Background: an optimization exercise with open tools, aiming at small area, a short achievable clock period and few clock cycles. Do not read the settings as production practice.
Function was checked by simulation only, so behaviour that the tests miss may differ from the original.
No activity file was given, so power comes from the tool's default toggle rates.

==> flow/run.sh <==
#!/bin/bash
# synth_recipe.tcl (not shown) runs the flow's synth.tcl, then flattens the netlist and writes it again
# the make line also repeats each setting of config.mk as NAME=value (left out here)
make -C /OpenROAD-flow-scripts/flow DESIGN_CONFIG=/design/flow/config.mk WORK_HOME=/design/flow/orfs CLKGATE_MAP_FILE= SYNTH_SCRIPT=/design/flow/synth_recipe.tcl finish
==> flow/config.mk <==
export PLATFORM = sky130hd
export DESIGN_NAME = aether_engine
export DESIGN_NICKNAME = aether_engine
export VERILOG_FILES = /design/flow/design.v
export SDC_FILE = /design/flow/constraint.sdc
export NUM_CORES = 4
export LEC_CHECK = 0
export CAP_MARGIN = 20
export CORE_MARGIN = 2
export CORE_UTILIZATION = 30
export SLEW_MARGIN = 20
==> flow/constraint.sdc <==
create_clock -name core_clock -period 8.0 [get_ports {clk_i}]
set_input_delay 1.6000 -clock core_clock [delete_from_list [all_inputs] [get_ports {clk_i}]]
set_output_delay 1.6000 -clock core_clock [all_outputs]
set_load 0.01 [all_outputs]
==> flow/design.v <==
package aether_cfg_pkg;
  localparam int DataWidth     = 8;    
  localparam int WordWidth     = 16;   
  localparam int ResultWidth   = 16;
  localparam int KernelSize    = 3;
  localparam int MaxMatrixSize = 16;
  localparam int KernelTaps  = KernelSize * KernelSize;
  localparam int KernelWords = (KernelTaps + 1) / 2;
  localparam int KernelBytes = 2 * KernelWords;
  localparam int InBufDepth  = MaxMatrixSize * MaxMatrixSize / 2;
  localparam int OutBufDepth = (MaxMatrixSize - 2) * (MaxMatrixSize - 2);
  localparam int InAddrWidth  = $clog2(InBufDepth);
  localparam int OutAddrWidth = $clog2(OutBufDepth);
  localparam int SizeWidth    = $clog2(MaxMatrixSize + 1);   
  localparam int AccWidth = 2 * DataWidth + 4;
  typedef logic signed [DataWidth-1:0]   act_t;
  typedef logic        [WordWidth-1:0]   word_t;
  typedef logic signed [ResultWidth-1:0] result_t;
endpackage
package aether_isa_pkg;
  localparam logic [3:0] OpNop = 4'd0;
  localparam logic [3:0] OpRst = 4'd1;
  localparam logic [3:0] OpRdr = 4'd2;   
  localparam logic [3:0] OpWrr = 4'd3;   
  localparam logic [3:0] OpLip = 4'd4;   
  localparam logic [3:0] OpLdw = 4'd5;   
  localparam logic [3:0] OpCnv = 4'd6;   
  localparam logic [3:0] OpRdo = 4'd7;   
  localparam logic [3:0] LipStart = 4'd0;
  localparam logic [3:0] LipCont  = 4'd1;
  localparam logic [3:0] RegVersn = 4'd0;   
  localparam logic [3:0] RegHwrid = 4'd1;   
  localparam logic [3:0] RegMsize = 4'd2;   
  localparam logic [3:0] RegStats = 4'd3;   
  localparam logic [15:0] VersnValue = 16'h6C00;
  localparam logic [15:0] HwridValue = 16'hB2E9;
  localparam logic [15:0] MsizeValue = 16'd8;
  localparam logic [15:0] MsizeMin = 16'd3;
  localparam logic [15:0] MsizeMax = 16'd16;
  localparam int StatRunning = 0;
  localparam int StatDone    = 1;
endpackage
module aether_buffer #(
  parameter int  Width     = 16,
  parameter int  Depth     = 16
) (
  input  logic                     clk_i,
  input  logic                     we_i,
  input  logic [$clog2(Depth)-1:0] waddr_i,
  input  logic [Width-1:0]         wdata_i,
  input  logic [$clog2(Depth)-1:0] raddr_i,
  output logic [Width-1:0]         rdata_o
);
  logic [Width-1:0] mem [Depth];
  always_ff @(posedge clk_i)
  begin
    if (we_i)
    begin
      mem[waddr_i] <= wdata_i;
    end
  end
  always_ff @(posedge clk_i)
  begin
    rdata_o <= mem[raddr_i];
  end
endmodule
module aether_regs (
  input  logic                                   clk_i,
  input  logic                                   reset_i,
  input  logic                                   we_i,
  input  logic [3:0]                             addr_i,
  input  aether_cfg_pkg::word_t                  wdata_i,
  input  logic                                   conv_running_i,
  input  logic                                   conv_done_i,
  input  logic                                   conv_start_i,
  output aether_cfg_pkg::word_t                  rdata_o,
  output logic [aether_cfg_pkg::SizeWidth-1:0]   matrix_size_o
);
  logic msize_ok;
  logic done_q;         
  aether_cfg_pkg::word_t stats;
  assign msize_ok = (wdata_i >= aether_isa_pkg::MsizeMin) &&
                    (wdata_i <= aether_isa_pkg::MsizeMax);
  always_ff @(posedge clk_i)
  begin
    if (reset_i)
    begin
      matrix_size_o <= aether_isa_pkg::MsizeValue[aether_cfg_pkg::SizeWidth-1:0];
      done_q        <= 1'b0;
    end
    else
    begin
      if (we_i && addr_i == aether_isa_pkg::RegMsize && msize_ok)
      begin
        matrix_size_o <= wdata_i[aether_cfg_pkg::SizeWidth-1:0];
      end
      if (conv_start_i)
      begin
        done_q <= 1'b0;
      end
      else if (conv_done_i)
      begin
        done_q <= 1'b1;
      end
    end
  end
  always_comb
  begin
    stats = '0;
    stats[aether_isa_pkg::StatRunning] = conv_running_i;
    stats[aether_isa_pkg::StatDone]    = done_q;
  end
  always_comb
  begin
    case (addr_i)
      aether_isa_pkg::RegVersn: rdata_o = aether_isa_pkg::VersnValue;
      aether_isa_pkg::RegHwrid: rdata_o = aether_isa_pkg::HwridValue;
      aether_isa_pkg::RegMsize: rdata_o = aether_cfg_pkg::word_t'(matrix_size_o);
      aether_isa_pkg::RegStats: rdata_o = stats;
      default:                  rdata_o = '0;
    endcase
  end
endmodule
module aether_decoder (
  input  logic                                       clk_i,
  input  logic                                       reset_i,
  input  logic [3:0]                                 instruction_i,
  input  logic [3:0]                                 param_1_i,
  input  aether_cfg_pkg::word_t                      param_2_i,
  input  aether_cfg_pkg::word_t                      reg_rdata_i,
  input  aether_cfg_pkg::result_t                    out_rdata_i,
  output logic                                       reg_we_o,
  output logic [3:0]                                 reg_addr_o,
  output aether_cfg_pkg::word_t                      reg_wdata_o,
  output logic                                       in_we_o,
  output logic [aether_cfg_pkg::InAddrWidth-1:0]     in_waddr_o,
  output aether_cfg_pkg::word_t                      in_wdata_o,
  output logic                                       kernel_load_o,
  output aether_cfg_pkg::word_t                      kernel_word_o,
  output logic                                       conv_start_o,
  output logic [aether_cfg_pkg::OutAddrWidth-1:0]    out_raddr_o,
  output logic                                       soft_reset_o,
  output aether_cfg_pkg::word_t                      data_o
);
  logic is_lip;
  logic lip_start;
  logic [aether_cfg_pkg::InAddrWidth:0] lip_addr;    
  logic [aether_cfg_pkg::InAddrWidth:0] lip_target;
  logic rdo_tag;                                      
  assign soft_reset_o  = (instruction_i == aether_isa_pkg::OpRst);
  assign conv_start_o  = (instruction_i == aether_isa_pkg::OpCnv);
  assign kernel_load_o = (instruction_i == aether_isa_pkg::OpLdw);
  assign kernel_word_o = param_2_i;
  assign reg_we_o    = (instruction_i == aether_isa_pkg::OpWrr);
  assign reg_addr_o  = param_1_i;   
  assign reg_wdata_o = param_2_i;
  assign out_raddr_o = param_2_i[aether_cfg_pkg::OutAddrWidth-1:0];
  assign is_lip     = (instruction_i == aether_isa_pkg::OpLip);
  assign lip_start  = (param_1_i == aether_isa_pkg::LipStart);
  assign lip_target = lip_start ? '0 : lip_addr;
  assign in_we_o    = is_lip && (lip_start || param_1_i == aether_isa_pkg::LipCont)
                      && (lip_target < aether_cfg_pkg::InBufDepth);
  assign in_waddr_o = lip_target[aether_cfg_pkg::InAddrWidth-1:0];
  assign in_wdata_o = param_2_i;
  always_ff @(posedge clk_i)
  begin
    if (reset_i)
    begin
      lip_addr <= '0;
    end
    else if (in_we_o)
    begin
      lip_addr <= lip_target + 1'b1;
    end
  end
  always_ff @(posedge clk_i)
  begin
    if (reset_i)
    begin
      rdo_tag <= 1'b0;
      data_o  <= '0;
    end
    else
    begin
      rdo_tag <= (instruction_i == aether_isa_pkg::OpRdo);
      if (instruction_i == aether_isa_pkg::OpRdr)
      begin
        data_o <= reg_rdata_i;   
      end
      else if (rdo_tag)
      begin
        data_o <= aether_cfg_pkg::word_t'(out_rdata_i);   
      end
    end
  end
endmodule
module aether_conv3x3 (
  input  logic                                     clk_i,
  input  logic                                     reset_i,
  input  logic                                     start_i,
  input  logic                                     kernel_load_i,
  input  aether_cfg_pkg::word_t                    kernel_word_i,
  input  logic [aether_cfg_pkg::SizeWidth-1:0]     matrix_size_i,
  input  aether_cfg_pkg::word_t                    in_rdata_i,
  output logic [aether_cfg_pkg::InAddrWidth-1:0]   in_raddr_o,
  output logic                                     out_we_o,
  output logic [aether_cfg_pkg::OutAddrWidth-1:0]  out_waddr_o,
  output aether_cfg_pkg::result_t                  out_wdata_o,
  output logic                                     running_o,
  output logic                                     done_o
);
  aether_cfg_pkg::act_t kernel [aether_cfg_pkg::KernelBytes];
  logic                                  walk;
  logic [aether_cfg_pkg::SizeWidth-1:0]  n_q;       
  logic [aether_cfg_pkg::SizeWidth-1:0]  lim;
  logic [aether_cfg_pkg::SizeWidth-1:0]  row, col;
  logic [1:0]                            ti, tj;    
  logic                                  last_tap, last_col, last_row;
  logic [2*aether_cfg_pkg::SizeWidth-1:0] act_idx;
  logic       s1_valid, s1_sel, s1_first, s1_last, s1_final;
  logic [3:0] s1_tap;
  logic       s2_valid, s2_first, s2_last, s2_final;
  aether_cfg_pkg::act_t    act;
  aether_cfg_pkg::result_t s2_prod;
  logic signed [aether_cfg_pkg::AccWidth-1:0] acc, acc_next;
  logic [aether_cfg_pkg::OutAddrWidth-1:0] out_idx;
  always_ff @(posedge clk_i)
  begin
    if (reset_i)
    begin
      for (int b = 0; b < aether_cfg_pkg::KernelBytes; b++)
        kernel[b] <= '0;
    end
    else if (kernel_load_i)
    begin
      for (int b = 0; b < aether_cfg_pkg::KernelBytes - 2; b++)
        kernel[b] <= kernel[b+2];
      kernel[aether_cfg_pkg::KernelBytes-2] <= kernel_word_i[7:0];   
      kernel[aether_cfg_pkg::KernelBytes-1] <= kernel_word_i[15:8];
    end
  end
  assign lim      = n_q - 3'd3;
  assign last_tap = (ti == 2'd2) && (tj == 2'd2);
  assign last_col = (col == lim);
  assign last_row = (row == lim);
  assign act_idx  = (row + ti) * n_q + (col + tj);
  assign in_raddr_o = act_idx[aether_cfg_pkg::InAddrWidth:1];   
  always_ff @(posedge clk_i)
  begin
    if (reset_i)
    begin
      walk      <= 1'b0;
      running_o <= 1'b0;
      n_q       <= '0;
      row       <= '0;
      col       <= '0;
      ti        <= '0;
      tj        <= '0;
    end
    else if (start_i && !running_o)
    begin
      walk      <= 1'b1;
      running_o <= 1'b1;
      n_q       <= matrix_size_i;
      row       <= '0;
      col       <= '0;
      ti        <= '0;
      tj        <= '0;
    end
    else
    begin
      if (s2_valid && s2_final)
        running_o <= 1'b0;   
      if (walk)
      begin
        if (tj != 2'd2)
          tj <= tj + 1'b1;
        else
        begin
          tj <= '0;
          if (ti != 2'd2)
            ti <= ti + 1'b1;
          else
          begin
            ti <= '0;
            if (!last_col)
              col <= col + 1'b1;
            else
            begin
              col <= '0;
              row <= row + 1'b1;
              if (last_row)
                walk <= 1'b0;
            end
          end
        end
      end
    end
  end
  assign act      = s1_sel ? in_rdata_i[15:8] : in_rdata_i[7:0];
  assign acc_next = s2_first ? s2_prod : acc + s2_prod;
  always_ff @(posedge clk_i)
  begin
    if (reset_i)
    begin
      s1_valid <= 1'b0;
      s2_valid <= 1'b0;
      out_we_o <= 1'b0;
      done_o   <= 1'b0;
      out_idx  <= '0;
    end
    else
    begin
      s1_valid <= walk;
      s2_valid <= s1_valid;
      out_we_o <= s2_valid && s2_last;
      done_o   <= s2_valid && s2_final;
      if (start_i && !running_o)
        out_idx <= '0;
      else if (s2_valid && s2_last)
        out_idx <= out_idx + 1'b1;
    end
  end
  always_ff @(posedge clk_i)
  begin
    s1_sel   <= act_idx[0];   
    s1_tap   <= 4'(ti * 3 + tj);
    s1_first <= (ti == 2'd0) && (tj == 2'd0);
    s1_last  <= last_tap;
    s1_final <= last_tap && last_col && last_row;
    s2_prod  <= act * kernel[s1_tap];
    s2_first <= s1_first;
    s2_last  <= s1_last;
    s2_final <= s1_final;
    if (s2_valid)
      acc <= acc_next;
    out_waddr_o <= out_idx;
    if (acc_next > 32767)
      out_wdata_o <= 16'sh7FFF;   
    else if (acc_next < -32768)
      out_wdata_o <= 16'sh8000;
    else
      out_wdata_o <= acc_next[aether_cfg_pkg::ResultWidth-1:0];
  end
endmodule
module aether_engine (
  input  logic                  clk_i,
  input  logic                  reset_i,
  input  logic [3:0]            instruction_i,
  input  logic [3:0]            param_1_i,
  input  logic [15:0]           param_2_i,
  output logic [15:0]           data_o
);
  logic rst;
  logic soft_reset;
  logic                                 reg_we;
  logic [3:0]                           reg_addr;
  aether_cfg_pkg::word_t                reg_wdata, reg_rdata;
  logic [aether_cfg_pkg::SizeWidth-1:0] matrix_size;
  logic                                   in_we;
  logic [aether_cfg_pkg::InAddrWidth-1:0] in_waddr, in_raddr;
  aether_cfg_pkg::word_t                  in_wdata, in_rdata;
  logic                                    out_we;
  logic [aether_cfg_pkg::OutAddrWidth-1:0] out_waddr, out_raddr;
  aether_cfg_pkg::result_t                 out_wdata, out_rdata;
  logic                  kernel_load;
  aether_cfg_pkg::word_t kernel_word;
  logic                  conv_start, conv_running, conv_done;
  assign rst = reset_i || soft_reset;   
  aether_decoder decoder_inst (
    .clk_i, .reset_i(rst), .instruction_i, .param_1_i, .param_2_i,
    .reg_rdata_i(reg_rdata), .out_rdata_i(out_rdata),
    .reg_we_o(reg_we), .reg_addr_o(reg_addr), .reg_wdata_o(reg_wdata),
    .in_we_o(in_we), .in_waddr_o(in_waddr), .in_wdata_o(in_wdata),
    .kernel_load_o(kernel_load), .kernel_word_o(kernel_word),
    .conv_start_o(conv_start), .out_raddr_o(out_raddr),
    .soft_reset_o(soft_reset), .data_o
  );
  aether_regs regs_inst (
    .clk_i, .reset_i(rst), .we_i(reg_we), .addr_i(reg_addr), .wdata_i(reg_wdata),
    .conv_running_i(conv_running), .conv_done_i(conv_done), .conv_start_i(conv_start),
    .rdata_o(reg_rdata), .matrix_size_o(matrix_size)
  );
  aether_buffer #(
    .Width(aether_cfg_pkg::WordWidth), .Depth(aether_cfg_pkg::InBufDepth)
  ) in_buf_inst (
    .clk_i, .we_i(in_we), .waddr_i(in_waddr), .wdata_i(in_wdata),
    .raddr_i(in_raddr), .rdata_o(in_rdata)
  );
  aether_buffer #(
    .Width(aether_cfg_pkg::ResultWidth), .Depth(aether_cfg_pkg::OutBufDepth)
  ) out_buf_inst (
    .clk_i, .we_i(out_we), .waddr_i(out_waddr), .wdata_i(out_wdata),
    .raddr_i(out_raddr), .rdata_o(out_rdata)
  );
  aether_conv3x3 conv_inst (
    .clk_i, .reset_i(rst), .start_i(conv_start),
    .kernel_load_i(kernel_load), .kernel_word_i(kernel_word),
    .matrix_size_i(matrix_size), .in_rdata_i(in_rdata), .in_raddr_o(in_raddr),
    .out_we_o(out_we), .out_waddr_o(out_waddr), .out_wdata_o(out_wdata),
    .running_o(conv_running), .done_o(conv_done)
  );
endmodule
==> impl_metrics.env <==
export IMPL_hold_start="conv_inst.s1_last"
export IMPL_regToRegStartpoint="conv_inst.s1_tap[2]"
export IMPL_r2r_end="conv_inst.s2_prod[14]"
export IMPL_num_rows=309
export IMPL_path_class="reg2reg"
export IMPL_drtAntennaViolNets=0
export IMPL_synthTopCellsByArea="edfxtp_1 74%, mux4_2 16%, dfxtp_1 2.1%"
export IMPL_clk_latency_ns=1.09
export IMPL_clkSinkCount=5431
export IMPL_post_cts_buffers=0
export IMPL_netlist_instances=10049
export IMPL_cts_resized=0
export IMPL_cp_required_ns=8.96
export IMPL_hold_class="reg2reg"
export IMPL_num_io_pins=42
export IMPL_cap_violations=0
export IMPL_synth_compound_area_frac=0.0180
export IMPL_fmax_mhz=150
export IMPL_wirelength_um=548000
export IMPL_dieArea_um2=715000
export IMPL_synth_seq_cells=5431
export IMPL_hold_path_depth=0
export IMPL_netlist_top_cells_count="5204 x edfxtp_1, 1521 x mux4_2, 543 x nor2_1, 520 x nand2_1, 288 x clkbuf_1"
export IMPL_htreeDepth=6
export IMPL_vdd_drop_max_mv=0.248
export IMPL_drtPass1Iterations=20
export IMPL_synth_xor_area_share=0.00325
export IMPL_grt_pass1_vias=103933
export IMPL_startpoint_type="flop"
export IMPL_cp_arrival_ns=7.65
export IMPL_regArea_um2=161000
export IMPL_async_reset_ff_frac=0
export IMPL_synth_ff_type="edfxtp_1"
export IMPL_die_w_um=846
export IMPL_synthMuxAreaShare=0.168
export IMPL_tns_ns=0
export IMPL_vias_per_cell=5.09
export IMPL_r2r_cells=25
export IMPL_yosysTopAreaCell="edfxtp_1"
export IMPL_clk_pin_slew_ns=0.06
export IMPL_status="finished clean"
export IMPL_root_buffer="clkbuf_16"
export IMPL_vias=103808
export IMPL_rsz0062_at_grt="false"
export IMPL_yosysSeqAreaShare=0.757
export IMPL_avgSynthCellArea_um2=21.2
export IMPL_syn_num_nets=10224
export IMPL_cts_max_path_buffers=4
export IMPL_utilization=0.346
export IMPL_worstMarginPinSlew_ns=1.14
export IMPL_power_density_nw_per_um2=249
export IMPL_ys_warnings_count=6
export IMPL_yosys_area_top_type_share=0.735
export IMPL_route_detailed_wl_per_inst_um=26.8
export IMPL_grt_start_max_net_pins=147
export IMPL_io_buffer_count=41
export IMPL_cts_tree="done"
export IMPL_synth_top_family_by_area="multiplexers"
export IMPL_synth_cell_types=71
export IMPL_setup_viol=0
export IMPL_gp_congestion=0.833
export IMPL_cp_max_fo=28
export IMPL_drt_first_iter_violations=12431
export IMPL_drive_gt1_frac=0.273
export IMPL_area_growth_syn_to_layout_pct=15.3
export IMPL_grt_overflow=0
export IMPL_power_leakage_nw=75.7
export IMPL_core_um2=707000
export IMPL_initial_core_util=0.301
export IMPL_r2r_slack_ns=1.31
export IMPL_die_h_um=846
export IMPL_drcViolationCount=0
export IMPL_cts_made_buffers=557
export IMPL_synth_simple_area_share=0.0286
export IMPL_synthAdderAreaFrac=0.0115
export IMPL_slew_headroom=0.224
export IMPL_dp_hpwl_um=324000
export IMPL_grt_pass1_wl_um=780000
export IMPL_holdPathEnd="conv_inst.s2_last"
export IMPL_end_kind="flop"
export IMPL_multi_input_area_um2=49400
export IMPL_track_usage=0.148
export IMPL_synth_area_um2=213000
export IMPL_min_period_ns=6.69
export IMPL_hold_viol=0
export IMPL_cts_hold_buf=0
export IMPL_maxSlewViolCount=0
export IMPL_nets=10815
export IMPL_fill_cells=65158
export IMPL_period_share=0.836
export IMPL_yosysMostFrequentCell="edfxtp_1"
export IMPL_finalClockSkew_ns=0.103
export IMPL_synth_edf_count=5204
export IMPL_antenna_found_initial=29
power breakdown:
group	total (mW)	leakage (nW)	switching [mW]	internal (mW)
sequential	33.0	49.1	0.417	32.6
clock	24.9	8.42	10.9	14.0
combinational	3.04	18.2	2.28	0.764
cell usage in the layout, fill, tap and decap left out, types with 25 or more instances in the layout:
master and count:
inv_1 144, clkdlybuf4s50_1 25, edfxtp_1 5204, clkinv_1 110
buf_4 492, xnor2_1 35, buf_12 46, xor2_1 35
o21ai_0 104, a211oi_1 87, mux4_2 1521, nor2_1 416
nor2_2 125, and2_0 35, a21oi_1 190, nand2_1 520
clkbuf_1 147, a31oi_1 83, clkbuf_16 566, nand2b_1 30
nand3_1 67, nor3_1 52, o22ai_1 29, fa_1 75
dfxtp_1 211, clkinv_2 64, ha_1 71, mux2i_1 122
and2_1 67
per-stage QoR:
stage	power (mW)	hold slack (ns)	setup slack, ns	cell area (µm²)	cells
finish	61.0	0.327	1.31	245000	20406
global route	62.7	0.333	0.678	245000	20400
floorplan	35.1	0.310	2.37	213000	10049
CTS	61.5	0.328	1.28	245000	20395
detailed placement	36.7	0.314	1.31	227000	19407
global placement	36.6	0.311	1.20	227000	19406
critical path, stage by stage, from the launching register on:
cell,delay [ns]
dfxtp_1,1.04
inv_1,0.41
o21a_1,0.28
a211oi_1,0.20
a21oi_1,0.06
o21ai_0,0.16
o21ai_0,0.10
o21ai_1,0.38
nor2_1,0.18
fa_1,0.56
inv_1,0.06
fa_1,0.49
inv_1,0.05
fa_1,0.53
inv_1,0.05
fa_1,0.47
inv_1,0.04
ha_1,0.31
o21ai_0,0.12
a21boi_0,0.15
o21ai_0,0.18
nand2b_1,0.10
a21o_1,0.19
a21o_1,0.20
mux2i_1,0.15
nand3_1,0.09
routing by layer:
layer	routed length [µm]	share of wire	up-vias	global-route usage
li1	-	-	42569	-
met1	228000	0.42	56270	0.209
met2	260000	0.47	4192	0.238
met3	42400	0.077	767	0.0248
met4	17100	0.031	10	0.0427
met5	66	0.00012	-	0
state kept, by name, indices dropped and copies added, names as in the netlist, 2 cells and up:
name                     cells
conv_inst.kernel            80
conv_inst.out_wdata_o       16
out_buf_inst.mem          3136
conv_inst.out_waddr_o        8
decoder_inst.data_o         16
conv_inst.tj                 2
conv_inst.col                5
conv_inst.out_idx            8
conv_inst.ti                 2
conv_inst.s2_prod           16
in_buf_inst.mem           2048
conv_inst.n_q                5
conv_inst.s1_tap             4
in_buf_inst.rdata_o         16
decoder_inst.lip_addr        8
regs_inst.matrix_size_o      5
conv_inst.row                5
out_buf_inst.rdata_o        16
conv_inst.acc               20
cell type report:
type                            count  area share
Timing Repair Buffer              578      0.0207
Multi-Input combinational cell   3927       0.202
Inverter                          145     0.00222
Clock inverter                    262      0.0103
Sequential cell                  5431       0.657
Tap cell                         9330      0.0476
Clock buffer                      726      0.0607
Antenna cell                        7   0.0000715
worst max path at each step:
| stage | end | startpoint | cells past startpoint | slack (ns) |
|---|---|---|---|---|
| global route | conv_inst.s2_prod[14] | conv_inst.s1_tap[2] | 25 | 0.68 |
| finish | conv_inst.s2_prod[14] | conv_inst.s1_tap[2] | 25 | 1.31 |
| floorplan | conv_inst.s2_prod[13] | conv_inst.s1_tap[0] | 24 | 2.37 |
| CTS | conv_inst.s2_prod[14] | conv_inst.s1_tap[2] | 25 | 1.28 |
| detailed placement | conv_inst.s2_prod[14] | conv_inst.s1_tap[2] | 25 | 1.31 |
| global placement | conv_inst.s2_prod[14] | conv_inst.s1_tap[2] | 25 | 1.20 |
cell families (layout without fill, tap and decap cells):
kind of cell / after synthesis / count (layout)
compound gates: 613 / 613
xor+xnor: 78 / 78
fa+ha+maj: 149 / 149
buf+inv: 691 / 1711
flops: 5431 / 5431
mux: 1671 / 1671
other cells: 0 / 7
simple gates: 1416 / 1416
Testbench counts, summed over its fixed seeds: cycles 269,175.

## re-timing with driven ports
How much do the figures lean on ideal ports? The routed layout below was timed once more, with nothing changed but the port constraints. Step 1 assumes that a clkbuf_16 drives the clock port and a buf_2 every other input. Step 2 moves the port delays by t, midway between the first and last clock arrival at a register: inputs arrive t later, outputs are due t later. That takes back most of the time a late clock gives input paths. a / b / c = ideal / step 1 / step 2; a / b = the first two.
shift t [ns]: 1.163
slack for setup (ns): 1.315 / 1.315 / 1.315
hold slack, ns: 0.327 / 0.327 / 0.327
After both steps this run still meets setup and hold. For this run, drivers alone change the setup slack by 0.000 ns; drivers and shift together by 0.000 ns.
